Background: an optimization exercise with open tools, aiming at small area, a short achievable clock period and few clock cycles per item. Do not read the settings as production practice.
In this exercise RTL edits were held to simulation tests only and were not proved equivalent to the original.
Power is estimated from default activity; no workload was simulated.

==> flow/design.v <==
package nsqrt_pkg;
   localparam logic [31:0] NEG_ONE_Q16 = 32'hFFFF_0000;
   localparam logic [31:0] TOL_RESET   = 32'h0001_0000;
endpackage
module newton_square_root_top (
   input  logic               clock,
   input  logic               reset,
   input  logic               req_valid,
   output logic               req_stall,
   input  logic signed [31:0] req_radicand,
   output logic               rsp_valid,
   input  logic               rsp_stall,
   output logic signed [31:0] rsp_root,
   output logic [6:0]         rsp_steps_taken,
   output logic               rsp_negative_input,
   input  logic               csr_write_enable,
   input  logic [31:0]        csr_write_data
);
   typedef enum logic [3:0] {
      S_IDLE, S_INIT, S_CHK0, S_UPD, S_DIV, S_CYC, S_OUT, S_OUTP
   } state_type;
   state_type   state_ff;
   logic [31:0] tol_ff;
   logic [31:0] w_ff;       
   logic [3:0]  k_ff;       
   logic [4:0]  cnt_ff;     
   logic [30:0] x_ff;
   logic [23:0] q_ff;
   logic [32:0] p_ff;       
   logic [32:0] x3_ff;      
   logic [6:0]  n_ff;
   logic        neg_ff;
   logic        pend_ff;    
   logic        big_ff;     
   logic [34:0] acc_ff;     
   logic [16:0] sqm_ff;     
   logic        sqp_ff;     
   logic [32:0] sqw_ff;     
   logic        cdone_ff;   
   logic        cpass_ff, cle0_ff, czero_ff;
   always_ff @(posedge clock) begin
      if (reset) tol_ff <= nsqrt_pkg::TOL_RESET;
      else if (csr_write_enable) tol_ff <= csr_write_data;
   end
   assign req_stall          = !(state_ff == S_IDLE || state_ff == S_OUT);
   assign rsp_valid          = (state_ff == S_OUT || state_ff == S_OUTP);
   assign rsp_root           = {neg_ff, {15{neg_ff}} | x_ff[30:16], x_ff[15:0]};
   assign rsp_steps_taken    = n_ff;
   assign rsp_negative_input = neg_ff;
   logic [30:0] a;
   logic        a_ge1;
   logic [4:0]  half_bl;    
   logic [17:0] e0;
   assign a     = w_ff[30:0];
   assign a_ge1 = |a[30:16];
   assign e0    = a[17:0] - 18'h08000;
   always_comb begin
      half_bl = 5'd0;
      for (int i = 0; i < 31; i++)
         if (a[i]) half_bl = 5'((i + 2) / 2);
   end
   logic [3:0] k_init;
   assign k_init = 4'(((5'd8 + half_bl) | 5'd1) + 5'd1 >> 1);
   logic        sq_done, c_pass;
   logic [33:0] acc_mag;
   assign sq_done = (sqm_ff == 17'd0) && !sqp_ff;
   logic        bd_neg, bd_two, bd_zero;
   logic [34:0] bd_add;
   assign bd_neg  = sqm_ff[1] && !(sqm_ff[0] && sqp_ff);
   assign bd_zero = (sqm_ff[1] == sqm_ff[0]) && (sqm_ff[0] == sqp_ff);
   assign bd_two  = (sqm_ff[1] != sqm_ff[0]) && (sqm_ff[0] == sqp_ff);
   assign bd_add  = (bd_two ? {1'b0, sqw_ff, 1'b0} : {2'b00, sqw_ff}) ^ {35{bd_neg}};
   assign acc_mag = acc_ff[33:0] ^ {34{acc_ff[34]}};
   assign c_pass  = {acc_mag, 1'b0} < {2'b00, tol_ff, acc_ff[34]};
   logic [1:0]  div_next;   
   logic [33:0] t1, t2, t3;
   logic        d1, d2, d3, div_first, div_last;
   logic [30:0] p_new;
   assign div_first = (cnt_ff == 5'd0);
   assign div_last  = (cnt_ff[3:0] == k_ff - 4'd1);
   always_comb begin
      unique case (cnt_ff[2:0])
         3'd0: div_next = w_ff[7:6];
         3'd1: div_next = w_ff[5:4];
         3'd2: div_next = w_ff[3:2];
         3'd3: div_next = w_ff[1:0];
         default: div_next = 2'b00;
      endcase
      if (cnt_ff[4:3] != 2'b00) div_next = 2'b00;
   end
   assign t1 = {1'b0, p_ff} - {3'b000, x_ff};
   assign t2 = {1'b0, p_ff} - {2'b00, x_ff, 1'b0};
   assign t3 = {1'b0, p_ff} - {1'b0, x3_ff};
   assign d1 = !t1[33];
   assign d2 = !t2[33];
   assign d3 = !t3[33] && !div_first;
   assign p_new = d3 ? t3[30:0] : d2 ? t2[30:0] : d1 ? t1[30:0] : p_ff[30:0];
   logic [32:0] upd_s;
   logic [30:0] upd_d;
   logic [31:0] upd_r;
   assign upd_s = {2'b00, x_ff} + (state_ff == S_UPD ? {9'd0, q_ff} : {1'b0, x_ff, 1'b0});
   assign upd_d = x_ff - {7'd0, q_ff};
   assign upd_r = {1'b0, p_ff[32:2]} + (upd_d[0] ? {8'd0, q_ff} : 32'd0);
   logic chk_ready, chk_pass, chk_le0;
   assign chk_ready = big_ff || cdone_ff;
   assign chk_pass  = !big_ff && cpass_ff;
   assign chk_le0   = !big_ff && cle0_ff;
   always_ff @(posedge clock) begin
      if (!sq_done) begin
         if (!bd_zero) acc_ff <= acc_ff + bd_add + {34'd0, bd_neg};
         sqp_ff <= sqm_ff[1];
         sqm_ff <= sqm_ff >> 2;
         sqw_ff <= sqw_ff << 2;
      end
      cdone_ff <= sq_done;
      cpass_ff <= c_pass;
      cle0_ff  <= acc_ff[34];
      czero_ff <= (acc_ff == 35'd0);
      if (reset) begin
         state_ff <= S_IDLE;
      end else begin
         unique case (state_ff)
            S_IDLE: begin
               w_ff <= req_radicand;
               if (req_valid) state_ff <= S_INIT;
            end
            S_INIT: begin
               n_ff     <= '0;
               neg_ff   <= w_ff[31];
               p_ff     <= '0;
               k_ff     <= k_init;
               cnt_ff   <= 5'd26 - {k_init, 1'b0};
               cdone_ff <= 1'b0;
               if (w_ff[31] || a == 31'd0) begin
                  x_ff     <= '0;
                  state_ff <= S_OUT;
               end else begin
                  state_ff <= S_CHK0;
                  if (a_ge1) begin
                     x_ff   <= a;
                     q_ff   <= 24'h01_0000;
                     acc_ff <= ~35'h0_4000_0000;
                     big_ff <= e0[17] || |a[30:18];
                     sqm_ff <= e0[16:0];
                     sqw_ff <= {16'd0, e0[16:0]};
                     sqp_ff <= 1'b0;
                  end else begin
                     x_ff   <= 31'h0001_0000;
                     q_ff   <= {8'd0, a[15:0]};
                     acc_ff <= ~{3'd0, a[15:0], 16'd0};
                     big_ff <= 1'b0;
                     sqm_ff <= 17'd1;
                     sqw_ff <= 33'h1_0000_0000;
                     sqp_ff <= 1'b0;
                  end
               end
            end
            S_CHK0: begin
               if (cnt_ff != 5'd0) begin
                  w_ff   <= w_ff << 2;
                  cnt_ff <= cnt_ff - 5'd2;
               end
               if (chk_ready) begin
                  if (chk_pass) state_ff <= S_OUT;
                  else if (cnt_ff <= 5'd2) state_ff <= S_UPD;
               end
            end
            S_UPD: begin
               x_ff     <= upd_s[31:1];
               n_ff     <= n_ff + 7'd1;
               p_ff     <= {9'd0, w_ff[31:8]};
               q_ff     <= '0;
               cnt_ff   <= '0;
               pend_ff  <= 1'b1;
               cdone_ff <= 1'b0;
               big_ff   <= |upd_d[30:18];
               acc_ff   <= ~{3'd0, upd_r};
               sqm_ff   <= upd_d[17:1];
               sqw_ff   <= {16'd0, upd_d[17:1]};
               sqp_ff   <= 1'b0;
               state_ff <= S_DIV;
            end
            S_DIV: begin
               cnt_ff <= cnt_ff + 5'd1;
               q_ff   <= {q_ff[21:0], d2, d3 | (d1 & !d2)};
               p_ff   <= {p_new, div_next};
               if (div_first) x3_ff <= upd_s;
               if (pend_ff && chk_ready) begin
                  if (chk_pass) begin
                     state_ff <= S_OUT;
                  end else if (chk_le0) begin
                     state_ff <= S_CYC;
                     cdone_ff <= 1'b0;
                     sqm_ff   <= 17'd1;
                     sqw_ff   <= {1'b0, x_ff, 1'b1};
                     sqp_ff   <= 1'b0;
                  end else begin
                     pend_ff <= 1'b0;
                     if (div_last) state_ff <= S_UPD;
                  end
               end else if (!pend_ff && div_last) begin
                  state_ff <= S_UPD;
               end else if (pend_ff && div_last) begin
                  cnt_ff <= cnt_ff;
                  q_ff   <= q_ff;
                  p_ff   <= p_ff;
                  state_ff <= S_DIV;
               end
            end
            S_CYC: begin
               if (cdone_ff) begin
                  state_ff <= S_OUT;
                  n_ff     <= 7'd100;
                  if (czero_ff) begin
                     if (cpass_ff) begin
                        x_ff[0] <= 1'b1;
                        n_ff    <= n_ff + 7'd1;
                     end else begin
                        x_ff[0] <= n_ff[0];
                     end
                  end
               end
            end
            S_OUT: begin
               w_ff <= req_radicand;
               if (req_valid) state_ff <= rsp_stall ? S_OUTP : S_INIT;
               else if (!rsp_stall) state_ff <= S_IDLE;
            end
            S_OUTP: if (!rsp_stall) state_ff <= S_INIT;
            default: state_ff <= S_IDLE;
         endcase
      end
   end
endmodule
==> flow/flow/run.sh <==
#!/bin/bash
# The standard layout, with timing repair aiming well below the clock period.
set -euo pipefail
echo "export SETUP_SLACK_MARGIN = 7.0" >> config.mk
bash standard.sh > standard.log 2>&1
==> flow/standard.sh <==
#!/bin/bash
# synth_recipe.tcl (not shown) runs the flow's synth.tcl, then flattens the netlist and writes it again
# the make line also repeats each setting of config.mk as NAME=value (left out here)
make -C /OpenROAD-flow-scripts/flow DESIGN_CONFIG=/design/flow/config.mk WORK_HOME=/design/flow/orfs CLKGATE_MAP_FILE= SYNTH_SCRIPT=/design/flow/synth_recipe.tcl "${@:-finish}"
==> flow/config.mk <==
export PLATFORM = sky130hd
export DESIGN_NAME = newton_square_root_top
export DESIGN_NICKNAME = newton_square_root_top
export VERILOG_FILES = /design/flow/design.v
export SDC_FILE = /design/flow/constraint.sdc
export NUM_CORES = 4
export LEC_CHECK = 0
export CAP_MARGIN = 20
export CORE_MARGIN = 2
export CORE_UTILIZATION = 30
export SLEW_MARGIN = 20
export SETUP_SLACK_MARGIN = 7.0
==> flow/constraint.sdc <==
create_clock -name core_clock -period 11.0 [get_ports {clock}]
set_input_delay 2.2000 -clock core_clock [delete_from_list [all_inputs] [get_ports {clock}]]
set_output_delay 2.2000 -clock core_clock [all_outputs]
set_load 0.01 [all_outputs]
==> impl_metrics.tcl, run 1 <==
set metrics [dict create \
    postSynthAreaPerCell_um2 8.45 \
    fraction_of_layout_cells_with_a_size_suffix_above_1_pct 12.8 \
    pre_cts_slack_ps 5420 \
    min_delay_worst_endpoint "sqm_ff[6]" \
    number_of_sinks_on_the_clock_net 297 \
    power_density_nw_per_um2 279 \
    clock_tree.buffer_depth 3 \
    finalWorstPathRequiredPeriod_ps 4160 \
    die-area_um2 92000 \
    worst_r2r_path_depth 18 \
    fmaxAchievable_mhz 240 \
    slew_headroom_pct 29.7 \
    worst_setup_hold_path_clk_slew_ps 60 \
    placed_cells 4355 \
    data_required_time_at_the_worst_endpoint_ps 11460 \
    endpoint_kind "register" \
    top_cells_by_area_synth "sky130_fd_sc_hd__edfxtp_1, sky130_fd_sc_hd__ha_1, sky130_fd_sc_hd__dfxtp_1" \
    tritoncts "yes" \
    placed_area_um2 29200 \
    wire_per_inst_um 22.9 \
    net_count_of_the_mapped_netlist 3509 \
    worstHoldStart "sqm_ff[8]" \
    mostFrequentLayoutCells "sky130_fd_sc_hd__nor2_1, sky130_fd_sc_hd__a21oi_1, sky130_fd_sc_hd__ha_1" \
    core-area_um2 88600 \
    ioPinCount 111 \
    synth_top_area_cell "sky130_fd_sc_hd__edfxtp_1" \
    final.setup.worst_slack_ps 6840 \
    netlist_instances 3180 \
    grt_use_total_pct 21.7 \
    synth_seq_area_share_pct 28.5 \
    flip_flop_cell_with_the_highest_count_after_synthesis "sky130_fd_sc_hd__edfxtp_1" \
    final_area_um2 32400 \
    drt.antenna.violating_nets 0 \
    dp_hpwl_um 76000 \
    initial_core_util_pct 30.3 \
    grt_start_max_net_pins 44 \
    critical_path.reg2reg.endpoint "acc_ff[34]" \
    finalHoldViolCount 0 \
    worstSetupStartpointType "register" \
    number_of_flops_mapped_to_enable_cells_by_yosys 172 \
    path_class "register to register" \
    synthArstFlopShare_pct 0 \
    row_count 109 \
    tns_ps 0 \
    total_leakage_power_nw 13.1 \
    met1_length_um 45400 \
    routed-wl-met2_um 44100 \
    final_common_cell "sky130_fd_sc_hd__nor2_1" \
    clkLatencyLatePin_ps 580 \
    dr_wl_met3_um 10800 \
    area_growth_syn_to_layout_pct 20.4 \
    reg2reg_slack_ps 6840 \
    synth_seq_cells 297 \
    clock_skews_ps 25.7 \
    result_of_the_run "no timing/DRC/antenna violations" \
    drt_first_pass_iters 6 \
    reg2reg_from "sqm_ff[0]" \
    antenna_violations_before_repair 6 \
    detail_route.iter0.violations 2930 \
    layout.cells.non_filler 4539 \
    htree_levels 2 \
    sum_of_overflow_across_all_layers_after_global_routing 0 \
    layout.nets 3672 \
    power.ir.vdd_worst_mv 0.215 \
    final-max-slew-violation-count 0 \
    cap_violations 0 \
    hold_path.class "register to register" \
    cts-root-buf "sky130_fd_sc_hd__clkbuf_16" \
    buffers_on_ports 110 \
    cts-hold-fix-buffers 0 \
    routed.top_layer "met4" \
    dr_total_vias 25940 \
    viasPerCell 5.71 \
    routabilityCongestion 0.973 \
    grt_pass1_vias 24066 \
    hold-worst-slack_ps 453 \
    fp.dieW_um 303 \
    yosys.area.top_type_share_pct 19.2 \
    rsz0062_at_grt "yes" \
    hold_depth 2 \
    worst_slew_pin_slew_ps 1050 \
    critical_path_arrival_ps 4620 \
    period_share_pct 37.8 \
    post-route-drc-count 0 \
    wirelength_um 104000 \
    cts_buffers 38 \
    report.final.setup_viol 0 \
    timing.critical_path.fanout_max 8 \
    yosysWarnings 1 \
    netlist_area_um2 26900 \
    fp.dieH_um 303 \
    grt_first_pass_wirelength_um 151000 \
    synth.lib_cells_used.distinct 107 \
]
critical path: stages, from the launching register on:
cell                       delay, ps
sky130_fd_sc_hd__dfxtp_4         370
sky130_fd_sc_hd__inv_2            50
sky130_fd_sc_hd__ha_4            260
sky130_fd_sc_hd__nor2b_4         160
sky130_fd_sc_hd__buf_12          150
sky130_fd_sc_hd__mux2i_4         240
sky130_fd_sc_hd__xnor2_2         130
sky130_fd_sc_hd__inv_1            90
sky130_fd_sc_hd__fa_2            370
sky130_fd_sc_hd__nor2b_2         150
sky130_fd_sc_hd__o31a_1          190
sky130_fd_sc_hd__nor4_2           70
sky130_fd_sc_hd__or4_4           520
sky130_fd_sc_hd__a311oi_4        380
sky130_fd_sc_hd__o21ai_2         150
sky130_fd_sc_hd__a211oi_2        310
sky130_fd_sc_hd__nor3_1           80
sky130_fd_sc_hd__nand3b_1        230
sky130_fd_sc_hd__mux2i_1         150
registers in the layout, summed over array words and instances, names as in the netlist, 5 cells and up:
name,count
n_ff,7
x_ff,31
sqw_ff,33
sqm_ff,17
tol_ff,32
w_ff,32
acc_ff,35
q_ff,24
x3_ff,33
cnt_ff,5
p_ff,33
final cells by class:
cell class              instances  area [um^2]
diodes                          1         2.50
clock buffers                  51         1070
clock inverters                19          231
fillers                      9113        56300
inverters                     205          782
multi-input cells            2537        18500
flip-flops and latches        297         7680
well taps                    1165         1460
repair buffers                264         2590
routing by layer:
metal	GRT usage, %	vias to the layer above
li1	-	12031
met1	31.2	12370
met2	32.5	1348
met3	3.46	191
met4	7.88	0
met5	0	-
repair_timing:
item,CTS,global route
gates cloned,7,2
gates resized for setup,105,88
setup endpoints to repair,212,67
pin swaps,28,53
buffers inserted,63,41
report_power, final:
part / switching [W] / internal [W] / total (W)
sequential: 0.000473 / 0.00156 / 0.00203
combinational: 0.00328 / 0.00236 / 0.00564
clock: 0.000541 / 0.000806 / 0.00135
cell families (layout without fill, tap and decap cells):
kind of cell | after synthesis | count (layout) | share of synthesized area [%]
AOI/OAI and AO/OA | 1027 | 1027 | 25.4
xor gates and xnor gates | 246 | 246 | 8.02
adders and majority gates | 260 | 260 | 12.3
buffers and inverters | 347 | 539 | 5.22
DFF | 297 | 297 | 28.5
muxes | 140 | 140 | 5.37
other | 0 | 1 | 0
and+or+nand+nor | 863 | 864 | 15.2
stage by stage:
step / total power (W) / util (%)
2_1_floorplan: 0.00551 / -
3_3_place_gp: 0.00694 / 33.0
3_5_place_dp: 0.00696 / 33.0
4_1_cts: 0.00865 / 35.7
5_1_grt: 0.00953 / 36.5
6_report: 0.00902 / 36.5
cell usage after synthesis, drive strengths merged, types with 63 or more instances:
| library cell | instances |
|---|---|
| nor3 | 63 |
| xor2 | 92 |
| a21oi | 265 |
| ha | 253 |
| edfxtp | 172 |
| nor2 | 278 |
| o21ai | 249 |
| inv | 205 |
| mux2i | 106 |
| dfxtp | 125 |
| clkbuf | 96 |
| nand2 | 236 |
| a21o | 90 |
| xnor2 | 154 |
worst max-delay path by stage:
stage,slack (ps),to,start
after global placement,5540,x_ff[28],state_ff[0]
after detailed placement,5420,x_ff[28],state_ff[0]
final,6840,acc_ff[34],sqm_ff[0]
after CTS,6790,acc_ff[34],sqm_ff[0]
after floorplan,7000,x3_ff[31],state_ff[2]
after global routing,6700,acc_ff[31],sqm_ff[0]
Testbench counts, summed over its fixed seeds: cycles 36,725, items 640.
==> run 2, diff against run 1 <==
==> flow/flow/run.sh (replaced) <==
#!/bin/bash
# The standard layout, with timing repair aiming well below the clock period.
set -euo pipefail
echo "export SETUP_SLACK_MARGIN = 8.0" >> config.mk
bash standard.sh > standard.log 2>&1
--- a/flow/config.mk
+++ b/flow/config.mk
@@ -11,2 +11,2 @@
 export SLEW_MARGIN = 20
-export SETUP_SLACK_MARGIN = 7.0
+export SETUP_SLACK_MARGIN = 8.0
==> run 2 against run 1 <==
Register-to-register slack hardly changed. Utilization rose by 5.5 points. Via count up 7.6%. Die area did not move. Clock-buffer cell count rose by 4. Synthesized cell count stayed put. Total power up 16%. Fmax shrank 0.16%. Critical endpoint is now acc_ff[26].
==> impl_metrics.tcl, run 2 <==
set metrics [dict create \
    cts-root-buf "sky130_fd_sc_hd__clkbuf_16" \
    drt_first_pass_iters 17 \
    yosysWarnings 1 \
    fraction_of_layout_cells_with_a_size_suffix_above_1_pct 27.2 \
    seq_power_share_pct 19.0 \
    netlist_instances 3180 \
    timing.critical_path.fanout_max 6 \
    post-route-drc-count 0 \
    clock_tree.buffer_depth 3 \
    fmaxAchievable_mhz 240 \
    ioPinCount 111 \
    grt_first_pass_wirelength_um 169000 \
    core-area_um2 88600 \
    viasPerCell 5.81 \
    total_leakage_power_nw 15.1 \
    power_density_nw_per_um2 281 \
    antenna-diode-count 0 \
    finalWorstPathRequiredPeriod_ps 4170 \
    data_required_time_at_the_worst_endpoint_ps 11460 \
    critical_path.reg2reg.endpoint "acc_ff[26]" \
    cts-hold-fix-buffers 0 \
    clock_skews_ps 23.3 \
    p_comb_share_pct 68.3 \
    postSynthAreaPerCell_um2 8.45 \
    sum_of_overflow_across_all_layers_after_global_routing 0 \
    slowest_stage "sky130_fd_sc_hd__or4_4" \
    path_class "register to register" \
    largest_register_ff_count 35 \
    worst_r2r_path_depth 16 \
    cap_violations 0 \
    area_growth_syn_to_layout_pct 38.6 \
    synth_seq_cells 297 \
    worstSetupStartpointType "register" \
    final_common_cell "sky130_fd_sc_hd__nor2_1" \
    result_of_the_run "no timing/DRC/antenna violations" \
    top_cells_by_area_synth "sky130_fd_sc_hd__edfxtp_1, sky130_fd_sc_hd__ha_1, sky130_fd_sc_hd__dfxtp_1" \
    buffers_on_ports 110 \
    report.final.setup_viol 0 \
    layout.nets 3938 \
    cp_cell_sequence "inv_2 -> ha_4 -> nor2b_4 -> buf_12 -> mux2i_4 -> xnor2_1 -> ha_2 -> nand2_2 -> or3_4 -> or4_4 -> a311oi_4 -> nor3_2 -> o21a_1 -> and4_1 -> o31ai_1 -> a22oi_1" \
    tns_ps 0 \
    fp.dieW_um 303 \
    rsz0062_at_grt "yes" \
    clkLatencyLatePin_ps 600 \
    hold_depth 2 \
    worst_setup_hold_path_clk_slew_ps 60 \
    power.clock.fraction_pct 12.7 \
    synth_top_area_cell "sky130_fd_sc_hd__edfxtp_1" \
    synthArstFlopShare_pct 0 \
    netlist_area_um2 26900 \
    netlist_top_cells_count "sky130_fd_sc_hd__nor2_1, sky130_fd_sc_hd__a21oi_1, sky130_fd_sc_hd__ha_1" \
    antenna_violations_before_repair 2 \
    wire_per_inst_um 24.6 \
    net_count_of_the_mapped_netlist 3509 \
    number_of_sinks_on_the_clock_net 297 \
    slew_headroom_pct 27.2 \
    final-max-slew-violation-count 0 \
    internal_w 0.00552 \
    row_count 109 \
    dp_hpwl_um 77200 \
    finalHoldViolCount 0 \
    routabilityCongestion 0.974 \
    endpoint_kind "register" \
    min_delay_worst_endpoint "sqm_ff[2]" \
    timing.critical_path.slowest_cell_delay_ps 570 \
    reg2reg_from "sqm_ff[0]" \
    flip_flop_cell_with_the_highest_count_after_synthesis "sky130_fd_sc_hd__edfxtp_1" \
    dr_total_vias 27909 \
    hold-worst-slack_ps 467 \
    grt_start_max_net_pins 44 \
    cts_buffers 39 \
    regMostFlops "acc_ff" \
    number_of_flops_mapped_to_enable_cells_by_yosys 172 \
    yosys.cell_count.top_type "sky130_fd_sc_hd__nor2_1" \
    detail_route.iter0.violations 3302 \
    power.ir.vdd_worst_mv 0.192 \
    yosys.area.top_type_share_pct 19.2 \
    tritoncts "yes" \
    critical_path_arrival_ps 4630 \
    reg2reg_slack_ps 6830 \
    grt_use_total_pct 24.4 \
    grt_pass1_vias 26139 \
    wirelength_um 118000 \
    hold_path.class "register to register" \
    fp.dieH_um 303 \
    drt.antenna.violating_nets 0 \
    initial_core_util_pct 30.3 \
    worstHoldStart "sqm_ff[4]" \
    die-area_um2 92000 \
    synth_seq_area_share_pct 28.5 \
    period_share_pct 37.9 \
    switching_share_pct 47.2 \
    htree_levels 2 \
    synth.lib_cells_used.distinct 107 \
    p_sw_w 0.00494 \
    worst_slew_pin_slew_ps 1080 \
    mostFrequentLayoutCells "sky130_fd_sc_hd__nor2_1, sky130_fd_sc_hd__buf_4, sky130_fd_sc_hd__ha_1" \
]
==> run 2: worst max-delay path by stage <==
stage / start / endpoint / slack, ps / cells past startpoint
floorplan: sqm_ff[0] / acc_ff[26] / 7030 / 16
global placement: reset / acc_ff[16] / 5800 / 12
detailed placement: reset / acc_ff[27] / 5830 / 12
CTS: sqm_ff[0] / acc_ff[26] / 6860 / 16
global route: sqm_ff[0] / acc_ff[34] / 6700 / 17
finish: sqm_ff[0] / acc_ff[26] / 6830 / 16
==> run 2: power groups by stage <==
stage	registers (W)	logic, W	clock network, W
6_report	0.00199	0.00715	0.00133
5_1_grt	0.00200	0.00758	0.00138
4_1_cts	0.00196	0.00643	0.00134
3_5_place_dp	0.00210	0.00498	0
3_3_place_gp	0.00210	0.00496	0
2_1_floorplan	0.00176	0.00392	0
==> run 2: timing repair <==
item / CTS / global route
gates cloned: 28 / 1
gates resized for setup: 565 / 293
pin swaps: 198 / 126
setup buffers: 275 / 84
setup endpoints to repair: 411 / 332
==> run 2: cell families (layout without fill, tap and decap cells) <==
group	Yosys count	count (layout)	synth area share (%)
buffers and inverters	347	799	5.22
AO/OA/AOI/OAI	1027	1028	25.4
XOR/XNOR	246	246	8.02
adder cells (fa/ha/maj)	260	260	12.3
flip-flops	297	297	28.5
AND/OR/NAND/NOR	863	867	15.2
multiplexers	140	140	5.37
==> run 2: cell type report <==
type | count | area (um^2)
Timing Repair Buffer | 525 | 5650
Sequential cell | 297 | 7680
Multi-Input combinational cell | 2541 | 20400
Inverter | 205 | 818
Clock inverter | 14 | 155
Fill cell | 8417 | 51400
Tap cell | 1165 | 1460
Clock buffer | 55 | 1100
==> run 2: metrics by stage <==
| step | std cells | total power [W] | instance area, um^2 | setup WS (ps) | util (%) |
|---|---|---|---|---|---|
| floorplan | 3180 | 0.00569 | 27800 | 7030 | - |
| global route | 4802 | 0.0110 | 37200 | 6700 | 42.0 |
| finish | 4802 | 0.0105 | 37200 | 6830 | 42.0 |
| global placement | 4344 | 0.00706 | 29600 | 5800 | 33.4 |
| CTS | 4717 | 0.00972 | 35500 | 6860 | 40.0 |
| detailed placement | 4345 | 0.00708 | 29600 | 5830 | 33.4 |
==> run 2: worst max-delay path: cells and delay by family, from the launching register on <==
kind            cells  cell delay [ps]
compound gates      4              880
buf+inv             2              200
flops               1              370
mux                 1              230
xor+xnor            1              100
simple gates        6             1620
fa+ha+maj           2              630
==> run 2: layer usage <==
metal  vias to the layer above  wire (um)  global-route usage (%)
li1                      12572          -                       -
met1                     13379      47000                    32.1
met2                      1554      50800                    37.7
met3                       400      12400                    5.22
met4                         4       7780                    12.6
met5                         -         34                       0
==> run 3, diff against run 2 <==
--- a/flow/design.v
+++ b/flow/design.v
@@ -103,6 +103,23 @@
    assign upd_r = {1'b0, p_ff[32:2]} + (upd_d[0] ? {8'd0, q_ff} : 32'd0);
+   logic [4:0] qf_bf, qf_br, qf_bt;
+   logic [5:0] qf_bmax;
+   logic       qf;
+   always_comb begin
+      qf_bf = 5'd0;
+      qf_br = 5'd0;
+      qf_bt = 5'd0;
+      for (int i = 0; i < 17; i++)
+         if (sqm_ff[i]) qf_bf = 5'(i + 1);
+      for (int i = 0; i < 31; i++) begin
+         if (!acc_ff[i]) qf_br = 5'(i + 1);
+         if (tol_ff[i]) qf_bt = 5'(i + 1);
+      end
+      qf_bmax = {1'b0, (qf_br > qf_bt) ? qf_br : qf_bt};
+      if (!acc_ff[31] || tol_ff[31]) qf_bmax = 6'd32;
+   end
+   assign qf = div_first && ({qf_bf, 1'b0} >= qf_bmax + 6'd3);
    logic chk_ready, chk_pass, chk_le0;
-   assign chk_ready = big_ff || cdone_ff;
-   assign chk_pass  = !big_ff && cpass_ff;
-   assign chk_le0   = !big_ff && cle0_ff;
+   assign chk_ready = big_ff || cdone_ff || qf;
+   assign chk_pass  = !big_ff && !qf && cpass_ff;
+   assign chk_le0   = !big_ff && !qf && cle0_ff;
    always_ff @(posedge clock) begin
@@ -158,5 +175,8 @@
             S_CHK0: begin
-               if (cnt_ff != 5'd0) begin
+               if (cnt_ff >= 5'd4) begin
+                  w_ff   <= w_ff << 4;
+                  cnt_ff <= cnt_ff - 5'd4;
+               end else if (cnt_ff != 5'd0) begin
                   w_ff   <= w_ff << 2;
-                  cnt_ff <= cnt_ff - 5'd2;
+                  cnt_ff <= 5'd0;
                end
@@ -164,3 +184,3 @@
                   if (chk_pass) state_ff <= S_OUT;
-                  else if (cnt_ff <= 5'd2) state_ff <= S_UPD;
+                  else if (cnt_ff <= 5'd4) state_ff <= S_UPD;
                end
==> flow/flow/run.sh (replaced) <==
#!/bin/bash
# The standard layout, with timing repair aiming well below the clock period.
set -euo pipefail
echo "export SETUP_SLACK_MARGIN = 6.0" >> config.mk
bash standard.sh > standard.log 2>&1
--- a/flow/config.mk
+++ b/flow/config.mk
@@ -11,2 +11,2 @@
 export SLEW_MARGIN = 20
-export SETUP_SLACK_MARGIN = 8.0
+export SETUP_SLACK_MARGIN = 6.0
==> run 3 against run 2 <==
Die area rose by 3.7%. Setup slack got worse by 1300 ps. Fmax fell by 24%. Design area fell by 13%. Critical path depth rose by 15. Cell count barely moved. Worst hold slack improved by 51 ps. Synthesized area rose by 3.8%. Highest routed layer is now met4. Utilization fell by 6.6 points. Global-route usage fell by 3.4 points. Via count fell by 3.4%. Routed wire length fell by 11%.
==> impl_metrics.tcl, run 3 <==
set metrics [dict create \
    rsz0062_at_grt "yes" \
    fraction_of_layout_cells_with_a_size_suffix_above_1_pct 9.09 \
    clkLatencyLatePin_ps 560 \
    hold_depth 2 \
    grt_start_max_net_pins 68 \
    yosys.cell_count.top_type "sky130_fd_sc_hd__nand2_1" \
    data_required_time_at_the_worst_endpoint_ps 11490 \
    core-area_um2 91900 \
    total_leakage_power_nw 12.9 \
    mostFrequentLayoutCells "sky130_fd_sc_hd__nand2_1, sky130_fd_sc_hd__nor2_1, sky130_fd_sc_hd__a21oi_1" \
    synthArstFlopShare_pct 0 \
    postSynthAreaPerCell_um2 8.08 \
    detail_route.iter0.violations 2623 \
    drt.antenna.violating_nets 0 \
    initial_core_util_pct 30.3 \
    multi_input_area_um2 19400 \
    clock_tree.buffer_depth 3 \
    netlist_area_um2 27900 \
    utilization_of_the_core_after_routing_pct 35.4 \
    slowest_stage "sky130_fd_sc_hd__a2111oi_2" \
    synth.lib_cells_used.distinct 96 \
    placed_area_um2 30300 \
    slew_headroom_pct 26.8 \
    top_cells_by_area_synth "sky130_fd_sc_hd__edfxtp_1, sky130_fd_sc_hd__ha_1, sky130_fd_sc_hd__dfxtp_1" \
    number_of_sinks_on_the_clock_net 297 \
    final_area_um2 32600 \
    netlist_top_cells_count "sky130_fd_sc_hd__nand2_1, sky130_fd_sc_hd__nor2_1, sky130_fd_sc_hd__a21oi_1" \
    worstSetupStartpointType "register" \
    post-route-drc-count 0 \
    cap_violations 0 \
    netlist_instances 3452 \
    ioPinCount 111 \
    final.setup.worst_slack_ps 5510 \
    cts-root-buf "sky130_fd_sc_hd__clkbuf_16" \
    worst_setup_hold_path_clk_slew_ps 60 \
    antenna-diode-count 0 \
    routabilityCongestion 0.947 \
    final-max-slew-violation-count 0 \
    finalHoldViolCount 0 \
    synth_seq_area_share_pct 27.5 \
    buffers_on_ports 110 \
    pre_cts_slack_ps 4660 \
    finalWorstPathRequiredPeriod_ps 5490 \
    regMostFlops "acc_ff" \
    tritoncts "yes" \
    layout.nets 3874 \
    sum_of_overflow_across_all_layers_after_global_routing 0 \
    area_occupied_by_registers_um2 7690 \
    synth_seq_cells 297 \
    grt_use_total_pct 21.0 \
    yosys.area.top_type_share_pct 18.5 \
    dr_total_vias 26967 \
    worst_r2r_path_depth 31 \
    first_element_of_the_critical_path "tol_ff[4]" \
    die-area_um2 95500 \
    row_count 111 \
    viasPerCell 5.62 \
    tns_ps 0 \
    worstHoldStart "sqm_ff[4]" \
    reg2reg_from "tol_ff[4]" \
    hold_path.class "register to register" \
    final_common_cell "sky130_fd_sc_hd__nand2_1" \
    critical_path_arrival_ps 5980 \
    wirelength_um 105000 \
    wire_per_inst_um 21.9 \
    period_share_pct 49.9 \
    power.ir.vdd_worst_mv 0.189 \
    report.final.setup_viol 0 \
    net_count_of_the_mapped_netlist 3794 \
    fp.dieH_um 309 \
    endpoint_kind "register" \
    cts_buffers 37 \
    power_density_nw_per_um2 315 \
    reg2reg_slack_ps 5510 \
    hold-worst-slack_ps 518 \
    grt_first_pass_wirelength_um 155000 \
    dp_hpwl_um 77900 \
    number_of_flops_mapped_to_enable_cells_by_yosys 172 \
    n_fill_cell 9546 \
    yosysWarnings 1 \
    fp.dieW_um 309 \
    worst_slew_pin_slew_ps 1090 \
    path_class "register to register" \
    flip_flop_cell_with_the_highest_count_after_synthesis "sky130_fd_sc_hd__edfxtp_1" \
    antenna_violations_before_repair 3 \
    timing.critical_path.fanout_max 5 \
    result_of_the_run "no timing/DRC/antenna violations" \
    grt_pass1_vias 25282 \
    fmaxAchievable_mhz 182 \
    htree_levels 2 \
    drt_first_pass_iters 6 \
    timing.critical_path.slowest_cell_delay_ps 410 \
    area_growth_syn_to_layout_pct 16.7 \
    clock_skews_ps 25.8 \
    largest_register_ff_count 35 \
    synth_top_area_cell "sky130_fd_sc_hd__edfxtp_1" \
    critical_path.reg2reg.endpoint "sqw_ff[20]" \
    worstSetupEndpoint "sqw_ff[20]" \
]
run 3: critical path, delay by kind of cell (launching register included):
family,cells,cell delay (ps)
AO/OA/AOI/OAI,13,2330
XOR/XNOR,1,120
flip-flops,1,390
adder cells (fa/ha/maj),3,590
multiplexers,1,200
buffers and inverters,7,820
AND/OR/NAND/NOR,6,1000
run 3: logic make-up (layout without fill, tap and decap cells):
kind of cell | after synthesis | count (layout) | synth area share, %
mux | 136 | 136 | 4.89
buf+inv | 373 | 469 | 5.59
simple gates | 1029 | 1036 | 16.8
fa+ha+maj | 273 | 273 | 12.4
compound gates | 1084 | 1084 | 24.6
flops | 297 | 297 | 27.5
xor+xnor | 260 | 260 | 8.19
run 3: through the flow:
step / cells / total power (W)
3_5_place_dp: 4689 / 0.00859
4_1_cts: 4784 / 0.00995
3_3_place_gp: 4689 / 0.00855
5_1_grt: 4798 / 0.0109
2_1_floorplan: 3452 / 0.00666
6_report: 4798 / 0.0102
run 3: worst min path at each step:
stage	slack, ps	end
CTS	510	sqm_ff[2]
global placement	490	sqm_ff[11]
detailed placement	500	sqm_ff[11]
finish	520	sqm_ff[2]
global route	530	sqm_ff[2]
floorplan	350	cle0_ff
run 3: layer usage:
metal  global-route usage [%]  routed length [um]
met1                     30.3               47000
met2                     32.7               45000
met3                     3.04                9760
met4                     5.60                3220
met5                        0                   0
run 3: timing repair:
action                     in CTS  in global routing
gates resized for setup        76                 96
setup endpoints to repair     156                149
hold buffers                    0                  0
gates cloned                    8                  3
setup buffers                  25                 11
pin swaps                      56                 59
run 3: area by class of cell:
cell class	instances	area share, %
multi-input cells	2789	59.5
flip-flops and latches	297	23.6
repair buffers	198	6.27
well taps	1243	4.78
clock buffers	52	3.08
inverters	209	2.43
clock inverters	10	0.307
run 3: power by group:
part / internal, W / switching (W)
clock: 0.000679 / 0.000517
sequential: 0.00167 / 0.000593
combinational: 0.00267 / 0.00412
total: 0.00501 / 0.00523
Testbench counts of run 3, summed over its fixed seeds: cycles 33,071, items 640.
==> run 4, diff against run 3 <==
==> flow/flow/run.sh (replaced) <==
#!/bin/bash
# The standard layout, with timing repair aiming well below the clock period.
set -euo pipefail
echo "export SETUP_SLACK_MARGIN = 7.0" >> config.mk
bash standard.sh > standard.log 2>&1
--- a/flow/config.mk
+++ b/flow/config.mk
@@ -11,2 +11,2 @@
 export SLEW_MARGIN = 20
-export SETUP_SLACK_MARGIN = 6.0
+export SETUP_SLACK_MARGIN = 7.0
==> run 4 against run 3 <==
Still clean. First-iteration DRC count up 24%. Fmax rose by 1.3%. Non-clock buffer count up 167. Global-route usage rose by 0.43 points. Routed wire length up 5.7%. Flip-flop and latch count unchanged. Setup slack gained 72 ps. Design area increased by 8.2%. Total power grew 10%. Synthesized area is the same. Clock skew increased by 8.8 ps. Utilization is 2.9 points higher. Critical endpoint is now state_ff[1]. Largest cell class unchanged. Largest power group unchanged.
==> impl_metrics.tcl, run 4 <==
set metrics [dict create \
    result_of_the_run "no timing/DRC/antenna violations" \
    data_required_time_at_the_worst_endpoint_ps 11480 \
    layout.nets 4043 \
    clock_skews_ps 34.6 \
    synth.lib_cells_used.distinct 96 \
    slew_headroom_pct 24.8 \
    cap_violations 0 \
    core-area_um2 91900 \
    cts_buffers 37 \
    worst_slew_pin_slew_ps 1130 \
    largest_register_ff_count 35 \
    worst_setup_hold_path_clk_slew_ps 60 \
    finalHoldViolCount 0 \
    power_density_nw_per_um2 321 \
    cts-root-buf "sky130_fd_sc_hd__clkbuf_16" \
    antenna_violations_before_repair 9 \
    tns_ps 0 \
    clkLatencyLatePin_ps 580 \
    dr_total_vias 28283 \
    synthArstFlopShare_pct 0 \
    hold-worst-slack_ps 518 \
    period_share_pct 49.3 \
    flip_flop_cell_with_the_highest_count_after_synthesis "sky130_fd_sc_hd__edfxtp_1" \
    number_of_flops_mapped_to_enable_cells_by_yosys 172 \
    grt_use_total_pct 21.5 \
    total_leakage_power_nw 14.1 \
    die-area_um2 95500 \
    path_class "register to register" \
    regMostFlops "acc_ff" \
    top_cells_by_area_synth "sky130_fd_sc_hd__edfxtp_1, sky130_fd_sc_hd__ha_1, sky130_fd_sc_hd__dfxtp_1" \
    wire_per_inst_um 22.3 \
    netlist_instances 3452 \
    synth_seq_area_share_pct 27.5 \
    wirelength_um 111000 \
    viasPerCell 5.69 \
    fraction_of_layout_cells_with_a_size_suffix_above_1_pct 17.7 \
    report.final.setup_viol 0 \
    synth_top_area_cell "sky130_fd_sc_hd__edfxtp_1" \
    yosys.area.top_type_share_pct 18.5 \
    net_count_of_the_mapped_netlist 3794 \
    grt_pass1_vias 25565 \
    hold_path.class "register to register" \
    sum_of_overflow_across_all_layers_after_global_routing 0 \
    grt_start_max_net_pins 80 \
    detail_route.iter0.violations 3257 \
    dp_hpwl_um 76600 \
    area_growth_syn_to_layout_pct 26.3 \
    grt_first_pass_wirelength_um 157000 \
    yosys.cell_count.top_type "sky130_fd_sc_hd__nand2_1" \
    power.ir.vdd_worst_mv 0.239 \
    initial_core_util_pct 30.3 \
    rsz0062_at_grt "yes" \
    routabilityCongestion 0.941 \
    netlist_top_cells_count "sky130_fd_sc_hd__nand2_1, sky130_fd_sc_hd__nor2_1, sky130_fd_sc_hd__a21oi_1" \
    number_of_sinks_on_the_clock_net 297 \
    post-route-drc-count 0 \
    worstSetupStartpointType "register" \
    fp.dieH_um 309 \
    buffers_on_ports 110 \
    n_fill_cell 9300 \
    tritoncts "yes" \
    ioPinCount 111 \
    final-max-slew-violation-count 0 \
    synth_seq_cells 297 \
    multi_input_area_um2 20300 \
    final_common_cell "sky130_fd_sc_hd__nand2_1" \
    netlist_area_um2 27900 \
    htree_levels 2 \
    finalWorstPathRequiredPeriod_ps 5420 \
    postSynthAreaPerCell_um2 8.08 \
    clock_tree.buffer_depth 3 \
    critical_path_arrival_ps 5900 \
    fp.dieW_um 309 \
    row_count 111 \
    endpoint_kind "register" \
    yosysWarnings 1 \
    area_occupied_by_registers_um2 7710 \
    timing.critical_path.fanout_max 7 \
    mostFrequentLayoutCells "sky130_fd_sc_hd__nand2_1, sky130_fd_sc_hd__nor2_1, sky130_fd_sc_hd__a21oi_1" \
    drt.antenna.violating_nets 0 \
    fmaxAchievable_mhz 184 \
    drt_first_pass_iters 6 \
]
## run 4: critical path: stages (launching register included)
cell,delay [ps]
sky130_fd_sc_hd__dfxtp_1,500
sky130_fd_sc_hd__o221ai_1,180
sky130_fd_sc_hd__a31oi_1,260
sky130_fd_sc_hd__o211ai_1,160
sky130_fd_sc_hd__a41oi_2,240
sky130_fd_sc_hd__nor2b_1,80
sky130_fd_sc_hd__ha_1,190
sky130_fd_sc_hd__nor2b_1,110
sky130_fd_sc_hd__o21a_1,110
sky130_fd_sc_hd__o21ai_1,60
sky130_fd_sc_hd__a21o_2,300
sky130_fd_sc_hd__mux2i_4,220
sky130_fd_sc_hd__or2_4,280
sky130_fd_sc_hd__ha_2,210
sky130_fd_sc_hd__nor3_2,120
sky130_fd_sc_hd__xor2_1,200
sky130_fd_sc_hd__ha_1,270
sky130_fd_sc_hd__a21o_1,170
sky130_fd_sc_hd__a21oi_2,140
sky130_fd_sc_hd__nor2_2,60
sky130_fd_sc_hd__or2_4,280
sky130_fd_sc_hd__o32a_1,360
sky130_fd_sc_hd__o21ai_1,100
sky130_fd_sc_hd__o21ai_2,90
sky130_fd_sc_hd__a211oi_2,290
sky130_fd_sc_hd__o21ai_1,140
sky130_fd_sc_hd__a221oi_2,240
## run 4: final cells by class
type	instances	share of cell area, %
diodes	3	0.0213
clock buffers	51	2.95
clock inverters	16	0.487
inverters	209	2.30
multi-input cells	2791	57.6
flip-flops and latches	297	21.9
well taps	1243	4.41
repair buffers	365	10.3
## run 4: stage by stage
step	setup WS, ps	power [W]	util [%]	cells	instance area, um^2
after global routing	5340	0.0120	38.3	4972	35200
after CTS	5620	0.0103	36.1	4865	33200
final	5580	0.0113	38.3	4975	35200
after floorplan	6040	0.00668	-	3452	28100
after detailed placement	4420	0.00855	32.9	4684	30300
after global placement	4480	0.00853	32.9	4684	30300
## run 4: report_power, final
part / switching [W] / internal [W]
combinational: 0.00456 / 0.00324
sequential: 0.000577 / 0.00167
clock: 0.000534 / 0.000737
## run 4: cell families (layout without fill, tap and decap cells)
| family | Yosys count | in the layout | synth area share [%] |
|---|---|---|---|
| and+or+nand+nor | 1029 | 1038 | 16.8 |
| DFF | 297 | 297 | 27.5 |
| adders and majority gates | 273 | 273 | 12.4 |
| other | 0 | 3 | 0 |
| muxes | 136 | 136 | 4.89 |
| buffers and inverters | 373 | 641 | 5.59 |
| xor gates and xnor gates | 260 | 260 | 8.19 |
| AOI/OAI and AO/OA | 1084 | 1084 | 24.6 |
## run 4: worst paths after layout
| kind | start | slack (ps) | to | cells past startpoint |
|---|---|---|---|---|
| max | acc_ff[5] | 5580 | state_ff[1] | 26 |
| min | sqm_ff[8] | 520 | sqm_ff[6] | 2 |
| max reg2reg | acc_ff[5] | 5580 | state_ff[1] | 26 |
| min reg2reg | sqm_ff[8] | 520 | sqm_ff[6] | 2 |
## run 4: per-layer routing
layer	wire length, um	global-route usage, %	vias to the layer above	part of all wire, %
li1	-	-	13080	-
met1	47200	30.1	13449	43
met2	47000	32.1	1469	42
met3	11500	4.08	279	10
met4	5190	9.09	6	4.7
met5	39	0	-	0.035
## run 4: timing repair
action | in CTS | in global routing
setup buffers | 101 | 98
setup endpoints to repair | 297 | 245
pin swaps | 123 | 154
hold buffers | 0 | 0
resized for setup | 194 | 277
gates cloned | 13 | 9
hold endpoints to repair | 0 | 0
==> run 5, diff against run 4 <==
--- a/flow/design.v
+++ b/flow/design.v
@@ -35,2 +35,3 @@
    logic [34:0] acc_ff;     
+   logic        accc_ff;    
    logic [16:0] sqm_ff;     
@@ -65,3 +66,5 @@
    logic [33:0] acc_mag;
-   assign sq_done = (sqm_ff == 17'd0) && !sqp_ff;
+   logic        sq_idle;
+   assign sq_idle = (sqm_ff == 17'd0) && !sqp_ff;
+   assign sq_done = sq_idle && !accc_ff;
    logic        bd_neg, bd_two, bd_zero;
@@ -72,2 +75,8 @@
    assign bd_add  = (bd_two ? {1'b0, sqw_ff, 1'b0} : {2'b00, sqw_ff}) ^ {35{bd_neg}};
+   logic [34:0] bd_term;
+   logic [18:0] acc_lo_add;
+   logic [16:0] acc_hi_add;
+   assign bd_term    = (sq_idle || bd_zero) ? 35'd0 : bd_add;
+   assign acc_lo_add = {1'b0, acc_ff[17:0]} + {1'b0, bd_term[17:0]} + {18'd0, bd_neg && !sq_idle && !bd_zero};
+   assign acc_hi_add = acc_ff[34:18] + bd_term[34:18] + {16'd0, accc_ff};
    assign acc_mag = acc_ff[33:0] ^ {34{acc_ff[34]}};
@@ -105,3 +114,2 @@
    logic [5:0] qf_bmax;
-   logic       qf;
    always_comb begin
@@ -119,3 +127,4 @@
    end
-   assign qf = div_first && ({qf_bf, 1'b0} >= qf_bmax + 6'd3);
+   logic qf_ff, qf;
+   assign qf = qf_ff && (cnt_ff == 5'd1);
    logic chk_ready, chk_pass, chk_le0;
@@ -126,3 +135,6 @@
       if (!sq_done) begin
-         if (!bd_zero) acc_ff <= acc_ff + bd_add + {34'd0, bd_neg};
+         acc_ff  <= {acc_hi_add, acc_lo_add[17:0]};
+         accc_ff <= acc_lo_add[18];
+      end
+      if (!sq_idle) begin
          sqp_ff <= sqm_ff[1];
@@ -132,2 +144,3 @@
       cdone_ff <= sq_done;
+      qf_ff    <= div_first && ({qf_bf, 1'b0} >= qf_bmax + 6'd3);
       cpass_ff <= c_pass;
@@ -159,2 +172,3 @@
                      acc_ff <= ~35'h0_4000_0000;
+                     accc_ff <= 1'b0;
                      big_ff <= e0[17] || |a[30:18];
@@ -167,2 +181,3 @@
                      acc_ff <= ~{3'd0, a[15:0], 16'd0};
+                     accc_ff <= 1'b0;
                      big_ff <= 1'b0;
@@ -197,2 +212,3 @@
                acc_ff   <= ~{3'd0, upd_r};
+               accc_ff  <= 1'b0;
                sqm_ff   <= upd_d[17:1];
==> flow/flow/run.sh (replaced) <==
#!/bin/bash
# The standard layout, with timing repair aiming well below the clock period.
set -euo pipefail
echo "export SETUP_SLACK_MARGIN = 7" >> config.mk
bash standard.sh > standard.log 2>&1
--- a/flow/config.mk
+++ b/flow/config.mk
@@ -11,2 +11,2 @@
 export SLEW_MARGIN = 20
-export SETUP_SLACK_MARGIN = 7.0
+export SETUP_SLACK_MARGIN = 7
==> run 5 against run 4 <==
Clock skew decreased by 7.4 ps. Worst hold slack got worse by 26 ps. Utilization decreased by 0.51 points. Non-clock buffer count decreased by 26. Setup slack improved by 930 ps. Highest routed layer is now met4.
==> impl_metrics.tcl, run 5 <==
set metrics [dict create \
    critical_path.reg2reg.endpoint "qf_ff" \
    netlist_area_um2 27600 \
    endpoint_kind "register" \
    placed_cells 4584 \
    core-area_um2 91500 \
    report.final.setup_viol 0 \
    hold_path.class "register to register" \
    tritoncts "yes" \
    post_synthesis_xor_xnor_area_fraction_pct 7.54 \
    buffers_on_ports 110 \
    detail_route.iter0.violations 2936 \
    report.power.total_w 0.0114 \
    power.ir.vdd_worst_mv 0.159 \
    pre_cts_slack_ps 5510 \
    grt_start_max_net_pins 49 \
    netlist_top_cells_count "sky130_fd_sc_hd__nor2_1, sky130_fd_sc_hd__nand2_1, sky130_fd_sc_hd__a21oi_1" \
    grt_use_total_pct 21.9 \
    fp.dieW_um 308 \
    worst_r2r_path_depth 25 \
    post-route-drc-count 0 \
    tns_ps 0 \
    fmaxAchievable_mhz 223 \
    number_of_flops_mapped_to_enable_cells_by_yosys 172 \
    synth_compound_area_share_pct 24.0 \
    final-max-slew-violation-count 0 \
    yosys.cell_count.top_type "sky130_fd_sc_hd__nor2_1" \
    worst_setup_hold_path_clk_slew_ps 60 \
    wire_per_inst_um 22.3 \
    worstHoldStart "tol_ff[31]" \
    hold_depth 2 \
    row_count 111 \
    final_common_cell "sky130_fd_sc_hd__nand2_1" \
    clock_tree.buffer_depth 3 \
    utilization_of_the_core_after_routing_pct 37.8 \
    grt_first_pass_wirelength_um 160000 \
    finalWorstPathRequiredPeriod_ps 4490 \
    synth_top_family_by_area "compound AO/OA/AOI/OAI gates" \
    synth.lib_cells_used.distinct 102 \
    top_cells_by_area_synth "sky130_fd_sc_hd__edfxtp_1, sky130_fd_sc_hd__ha_1, sky130_fd_sc_hd__dfxtp_1" \
    htree_levels 2 \
    wirelength_um 108000 \
    viasPerCell 5.68 \
    mostFrequentLayoutCells "sky130_fd_sc_hd__nand2_1, sky130_fd_sc_hd__nor2_1, sky130_fd_sc_hd__a21oi_1, sky130_fd_sc_hd__ha_1, sky130_fd_sc_hd__o21ai_0" \
    synth_seq_cells 299 \
    synth_fa_ha_area_share_pct 12.7 \
    drt.antenna.violating_nets 0 \
    drt_first_pass_iters 9 \
    total_leakage_power_nw 14.1 \
    initial_core_util_pct 30.2 \
    layout.nets 3976 \
    cts-hold-fix-buffers 0 \
    synth_seq_area_share_pct 27.9 \
    grt_pass1_vias 25998 \
    data_required_time_at_the_worst_endpoint_ps 11440 \
    period_share_pct 40.8 \
    synthArstFlopShare_pct 0 \
    min_delay_worst_endpoint "tol_ff[31]" \
    critical_path_arrival_ps 4930 \
    worst_slew_pin_slew_ps 1030 \
    sum_of_overflow_across_all_layers_after_global_routing 0 \
    reg2reg_slack_ps 6510 \
    clkLatencyLatePin_ps 590 \
    cts_buffers 39 \
    postSynthAreaPerCell_um2 8.10 \
    antenna_violations_before_repair 2 \
    routabilityCongestion 0.915 \
    cap_violations 0 \
    ioPinCount 111 \
    flip_flop_cell_with_the_highest_count_after_synthesis "sky130_fd_sc_hd__edfxtp_1" \
    net_count_of_the_mapped_netlist 3758 \
    layout.cells.non_filler 4849 \
    reg2reg_from "tol_ff[3]" \
    power_density_nw_per_um2 329 \
    worstSetupStartpointType "register" \
    final.setup.worst_slack_ps 6510 \
    cts-root-buf "sky130_fd_sc_hd__clkbuf_16" \
    rsz0062_at_grt "yes" \
    timing.critical_path.fanout_max 7 \
    number_of_sinks_on_the_clock_net 299 \
    dp_hpwl_um 74800 \
    path_class "register to register" \
    clock_skews_ps 27.2 \
    synth_top_area_cell "sky130_fd_sc_hd__edfxtp_1" \
    slew_headroom_pct 31.0 \
    result_of_the_run "no timing/DRC/antenna violations" \
    netlist_instances 3414 \
    largest_register_ff_count 35 \
    yosys.area.top_type_share_pct 18.7 \
    dr_total_vias 27525 \
    finalHoldViolCount 0 \
    die-area_um2 94600 \
    fp.dieH_um 308 \
    post_synth_mux_area_share_pct 4.69 \
    yosysWarnings 1 \
    regMostFlops "acc_ff" \
    fraction_of_layout_cells_with_a_size_suffix_above_1_pct 16.5 \
    area_growth_syn_to_layout_pct 25.2 \
    simple_gate_share_of_the_synthesized_area_pct 17.7 \
]
run 5: cell types whose count changed after synthesis, moves of 11 or more:
cell | before | now
sky130_fd_sc_hd__buf_2 | 24 | 13
sky130_fd_sc_hd__a22oi_1 | 30 | 18
sky130_fd_sc_hd__nand2_1 | 344 | 319
sky130_fd_sc_hd__nor3_1 | 62 | 77
sky130_fd_sc_hd__o22ai_1 | 35 | 13
sky130_fd_sc_hd__o21ai_0 | 289 | 271
sky130_fd_sc_hd__xor2_1 | 112 | 101
sky130_fd_sc_hd__o21ai_1 | 12 | 34
sky130_fd_sc_hd__clkbuf_1 | 95 | 122
sky130_fd_sc_hd__a21o_1 | 64 | 79
sky130_fd_sc_hd__a22o_1 | 9 | 31
run 5: repair_timing:
item / CTS / global route
buffers inserted: 124 / 54
pin swaps: 110 / 112
cloned: 13 / 2
setup endpoints to repair: 260 / 163
resized for setup: 238 / 183
hold endpoints to repair: 0 / 0
run 5: report_power, final:
group / leakage (nW) / switching (W) / total [W] / internal (W)
Sequential: 2.67 / 0.000668 / 0.00233 / 0.00166
Combinational: 10.8 / 0.00432 / 0.00779 / 0.00347
Clock: 0.604 / 0.000544 / 0.00128 / 0.000733
run 5: cell type report:
| type | instances | area, um^2 |
|---|---|---|
| flip-flops and latches | 299 | 7760 |
| well taps | 1186 | 1480 |
| inverters | 203 | 786 |
| multi-input cells | 2749 | 19900 |
| diodes | 1 | 2.50 |
| repair inverters | 1 | 7.51 |
| fillers | 9196 | 56900 |
| clock inverters | 21 | 161 |
| clock buffers | 50 | 1070 |
| repair buffers | 339 | 3410 |
run 5: kinds of logic (layout without fill, tap and decap cells):
family,Yosys count,count (layout)
and+or+nand+nor,1055,1058
DFF,299,299
AOI/OAI and AO/OA,1049,1049
muxes,129,129
adders and majority gates,275,275
xor gates and xnor gates,238,238
buffers and inverters,369,614
other,0,1
run 5: how the worst max path moves through the flow:
stage / end / start / cells after the start
2_1_floorplan: q_ff[0] / reset / 8
3_3_place_gp: p_ff[31] / reset / 8
3_5_place_dp: p_ff[32] / reset / 8
4_1_cts: qf_ff / tol_ff[1] / 25
5_1_grt: qf_ff / tol_ff[3] / 24
6_report: qf_ff / tol_ff[3] / 25
run 5: stage by stage:
| step | cell area [um^2] | hold WS, ps |
|---|---|---|
| global route | 34600 | 521 |
| CTS | 33300 | 502 |
| global placement | 30000 | 480 |
| floorplan | 27900 | 350 |
| detailed placement | 30000 | 487 |
| finish | 34600 | 492 |
run 5: critical path, cell delays in order (launching register included):
cell	delay, ps
sky130_fd_sc_hd__dfxtp_4	350
sky130_fd_sc_hd__o311ai_4	280
sky130_fd_sc_hd__a311oi_2	150
sky130_fd_sc_hd__o311ai_2	280
sky130_fd_sc_hd__a311oi_2	160
sky130_fd_sc_hd__o311ai_2	290
sky130_fd_sc_hd__a31oi_2	170
sky130_fd_sc_hd__ha_4	300
sky130_fd_sc_hd__nor2b_2	130
sky130_fd_sc_hd__o21a_1	120
sky130_fd_sc_hd__o21ai_1	60
sky130_fd_sc_hd__nand2b_1	90
sky130_fd_sc_hd__a21oi_2	70
sky130_fd_sc_hd__a31oi_4	290
sky130_fd_sc_hd__buf_6	150
sky130_fd_sc_hd__nor3_4	40
sky130_fd_sc_hd__a21oi_4	190
sky130_fd_sc_hd__nand2_2	90
sky130_fd_sc_hd__buf_4	130
sky130_fd_sc_hd__buf_4	120
sky130_fd_sc_hd__buf_4	120
sky130_fd_sc_hd__buf_4	120
sky130_fd_sc_hd__a21oi_2	120
sky130_fd_sc_hd__ha_1	280
sky130_fd_sc_hd__o2111ai_2	100
sky130_fd_sc_hd__nand3_2	110
run 5: metal layers:
layer	up-vias	track usage, %	part of all wire (%)
li1	12817	-	-
met1	13177	29.1	42
met2	1279	35.6	45
met3	252	2.81	8.0
met4	0	9.80	5.5
met5	-	0	0
Testbench counts of run 5, summed over its fixed seeds: cycles 33,470, items 640.
==> run 6, diff against run 5 <==
==> flow/flow/run.sh (replaced) <==
#!/bin/bash
# The standard layout, with timing repair aiming well below the clock period.
set -euo pipefail
echo "export SETUP_SLACK_MARGIN = 7.5" >> config.mk
bash standard.sh > standard.log 2>&1
--- a/flow/config.mk
+++ b/flow/config.mk
@@ -11,2 +11,2 @@
 export SLEW_MARGIN = 20
-export SETUP_SLACK_MARGIN = 7
+export SETUP_SLACK_MARGIN = 7.5
==> run 6 against run 5 <==
Clock-buffer cell count is 2 higher. Total power is 8.5% higher. Critical path depth is 1 lower. Clock skew is 2.3 ps lower.
==> impl_metrics.tcl, run 6 <==
set metrics [dict create \
    cts-hold-fix-buffers 0 \
    reg2reg_from "tol_ff[1]" \
    ioPinCount 111 \
    timing.critical_path.fanout_max 7 \
    power_density_nw_per_um2 332 \
    simple_gate_share_of_the_synthesized_area_pct 17.7 \
    htree_levels 2 \
    synth_compound_area_share_pct 24.0 \
    grt_start_max_net_pins 47 \
    power.ir.vdd_worst_mv 0.169 \
    clkLatencyLatePin_ps 590 \
    p_sw_w 0.00593 \
    regMostFlops "acc_ff" \
    fraction_of_layout_cells_with_a_size_suffix_above_1_pct 23.9 \
    cts-root-buf "sky130_fd_sc_hd__clkbuf_16" \
    n_fill_cell 8865 \
    antenna-diode-count 0 \
    final-max-slew-violation-count 0 \
    p_comb_share_pct 71.4 \
    first_element_of_the_critical_path "tol_ff[1]" \
    mostFrequentLayoutCells "sky130_fd_sc_hd__nand2_1, sky130_fd_sc_hd__nor2_1, sky130_fd_sc_hd__buf_4" \
    worst_slew_pin_slew_ps 1190 \
    worst_r2r_path_depth 24 \
    dp_hpwl_um 74400 \
    die-area_um2 94600 \
    report.final.setup_viol 0 \
    top_cells_by_area_synth "sky130_fd_sc_hd__edfxtp_1, sky130_fd_sc_hd__ha_1, sky130_fd_sc_hd__dfxtp_1" \
    fp.dieW_um 308 \
    rsz0062_at_grt "yes" \
    path_class "register to register" \
    synth_top_family_by_area "compound AO/OA/AOI/OAI gates" \
    period_share_pct 40.4 \
    initial_core_util_pct 30.2 \
    area_growth_syn_to_layout_pct 34.8 \
    clock_skews_ps 24.9 \
    number_of_sinks_on_the_clock_net 299 \
    min_delay_worst_endpoint "tol_ff[31]" \
    grt_first_pass_wirelength_um 164000 \
    area_occupied_by_registers_um2 7750 \
    sum_of_overflow_across_all_layers_after_global_routing 0 \
    cp_cell_sequence "nor2_4 -> o311ai_4 -> a311oi_2 -> o311ai_2 -> a311oi_2 -> o311ai_2 -> a31oi_2 -> ha_4 -> nor2b_4 -> o21a_1 -> o21ai_1 -> nand2b_1 -> a21oi_2 -> a31oi_4 -> nor2b_4 -> a21oi_4 -> nand2_2 -> nand2_1 -> xor2_1 -> ha_1 -> a21oi_2 -> o21ai_1 -> o2111ai_1 -> nand3_1" \
    slowest_stage "sky130_fd_sc_hd__a311oi_2" \
    largest_register_ff_count 35 \
    finalWorstPathRequiredPeriod_ps 4450 \
    core-area_um2 91500 \
    reg2reg_slack_ps 6550 \
    report.power.total_w 0.0124 \
    detail_route.iter0.violations 3187 \
    dr_total_vias 28500 \
    buffers_on_ports 110 \
    placed_cells 4588 \
    internal_w 0.00644 \
    hold_depth 2 \
    netlist_top_cells_count "sky130_fd_sc_hd__nor2_1, sky130_fd_sc_hd__nand2_1, sky130_fd_sc_hd__a21oi_1" \
    seq_power_share_pct 18.4 \
    power.clock.fraction_pct 10.2 \
    layout.cells.non_filler 5012 \
    groute.layer.met2.usage_pct 35.8 \
    synth_top_area_cell "sky130_fd_sc_hd__edfxtp_1" \
    final_common_cell "sky130_fd_sc_hd__nand2_1" \
    synth_fa_ha_area_share_pct 12.7 \
    worstSetupStartpointType "register" \
    worstHoldStart "tol_ff[31]" \
    post_synth_mux_area_share_pct 4.69 \
    synth_seq_area_share_pct 27.9 \
    fmaxAchievable_mhz 225 \
    endpoint_kind "register" \
    pre_cts_slack_ps 5570 \
    cts_buffers 39 \
    net_count_of_the_mapped_netlist 3758 \
    cap_violations 0 \
    row_count 111 \
    yosys.cell_count.top_type "sky130_fd_sc_hd__nor2_1" \
    data_required_time_at_the_worst_endpoint_ps 11440 \
    post-route-drc-count 0 \
    postSynthAreaPerCell_um2 8.10 \
    flip_flop_cell_with_the_highest_count_after_synthesis "sky130_fd_sc_hd__edfxtp_1" \
    wirelength_um 114000 \
    result_of_the_run "no timing/DRC/antenna violations" \
    grt_pass1_vias 26897 \
    antenna_violations_before_repair 3 \
    drt.antenna.violating_nets 0 \
    timing.critical_path.slowest_cell_delay_ps 370 \
    multi_input_area_um2 20800 \
    tns_ps 0 \
    critical_path.reg2reg.endpoint "qf_ff" \
    use_met3_pct 3.25 \
    drt_first_pass_iters 7 \
    netlist_instances 3414 \
    total_leakage_power_nw 15.4 \
    synth.lib_cells_used.distinct 102 \
    yosys.area.top_type_share_pct 18.7 \
    hold-worst-slack_ps 505 \
    layout.nets 4140 \
    tritoncts "yes" \
    yosysWarnings 1 \
    final.setup.worst_slack_ps 6550 \
    number_of_flops_mapped_to_enable_cells_by_yosys 172 \
    slew_headroom_pct 19.8 \
    routabilityCongestion 0.907 \
    switching_share_pct 48.0 \
    globalRouteMet1Util_pct 29.7 \
    clock_tree.buffer_depth 3 \
    viasPerCell 5.69 \
    wire_per_inst_um 22.8 \
    post_synthesis_xor_xnor_area_fraction_pct 7.54 \
    global_route.peak_usage_layer "met2" \
    critical_path_arrival_ps 4880 \
    finalHoldViolCount 0 \
    grt_use_total_pct 22.6 \
    synthArstFlopShare_pct 0 \
    fp.dieH_um 308 \
    worst_setup_hold_path_clk_slew_ps 60 \
    netlist_area_um2 27600 \
    hold_path.class "register to register" \
    synth_seq_cells 299 \
]
[run 6: stage by stage]
stage | utilization [%] | area [um^2]
after global placement | 33.0 | 30200
after detailed placement | 33.0 | 30200
after floorplan | - | 28100
final | 40.7 | 37300
after global routing | 40.7 | 37300
after CTS | 38.2 | 34900
[run 6: worst max-delay path: cells and delay by family, from the launching register on]
family,cells,cell delay [ps]
AOI/OAI and AO/OA,14,2470
xor gates and xnor gates,1,180
DFF,1,330
and+or+nand+nor,7,790
adders and majority gates,2,540
[run 6: worst max path at each step]
stage                    end  cells past startpoint
global placement    p_ff[31]                      8
CTS                    qf_ff                     25
finish                 qf_ff                     24
floorplan            q_ff[0]                      8
global route           qf_ff                     23
detailed placement  p_ff[31]                      8
[run 6: cell type report]
class,instances,share of cell area [%]
Inverter,203,2.12
Sequential cell,299,20.8
Multi-Input combinational cell,2750,55.9
Timing Repair Buffer,502,13.9
Tap cell,1186,3.98
Timing Repair inverter,1,0.0201
Clock buffer,52,2.83
Clock inverter,19,0.416
[run 6: what timing repair did]
action	CTS	global route
gates resized for setup	501	305
gates cloned	23	5
endpoints found under the setup margin	304	191
buffers inserted	212	113
pin swaps	165	211
[run 6: kinds of logic (layout without fill, tap and decap cells)]
kind of cell,count (synthesis),in the layout
adders and majority gates,275,275
buffers and inverters,369,777
xor gates and xnor gates,238,238
muxes,129,129
and+or+nand+nor,1055,1059
AOI/OAI and AO/OA,1049,1049
DFF,299,299
[run 6: per-layer routing]
layer / part of all wire [%] / vias to the layer above / wire length [um]
met5: 0 / - / 0
met4: 6.2 / 0 / 7090
met3: 8.9 / 354 / 10200
met2: 44 / 1458 / 50600
met1: 41 / 13535 / 46400
li1: - / 13153 / -
[run 6: power by group through the flow]
stage	Clock (W)	Combinational (W)	Sequential (W)
detailed placement	0	0.00630	0.00229
CTS	0.00127	0.00768	0.00224
global route	0.00132	0.00950	0.00228
finish	0.00127	0.00883	0.00227
global placement	0	0.00623	0.00229
floorplan	0	0.00492	0.00192

-- afterwards: timing with drivers on the ports --
The flow's constraints put no driver on any port. The routed layouts listed below were extracted and timed again, unchanged, in two steps. Step 1 (the two cells are an assumption about what drives the block):
set clk [get_ports {clock}]
set_driving_cell -lib_cell sky130_fd_sc_hd__clkbuf_16 $clk
set_driving_cell -lib_cell sky130_fd_sc_hd__buf_2 [delete_from_list [all_inputs] $clk]
Step 2 times the ports against the registers' clock, not the clock port: input delays grow and output delays shrink by t, the midpoint of the rising clock arrivals with the driver on. Three values: ideal, step 1, step 2; two values: the first two.
| run | shift t [ns] | setup WS [ns] | hold WS [ns] |
|---|---|---|---|
| run 1 | 0.633 | 6.839 / 6.839 / 6.472 | 0.453 / 0.453 / 0.453 |
| run 2 | 0.657 | 6.833 / 6.833 / 6.833 | 0.467 / 0.467 / 0.467 |
| run 3 | 0.619 | 5.506 / 5.506 / 5.055 | 0.518 / 0.518 / 0.518 |
| run 4 | 0.625 | 5.578 / 5.578 / 5.578 | 0.518 / 0.518 / 0.518 |
| run 5 | 0.641 | 6.512 / 6.512 / 6.397 | 0.492 / 0.492 / 0.492 |
| run 6 | 0.639 | 6.554 / 6.554 / 6.554 | 0.505 / 0.505 / 0.505 |
After both steps every run listed still meets setup and hold. The setup slack of run 3, which loses most, moves by 0.000 ns with the drivers and by -0.451 ns with both steps.
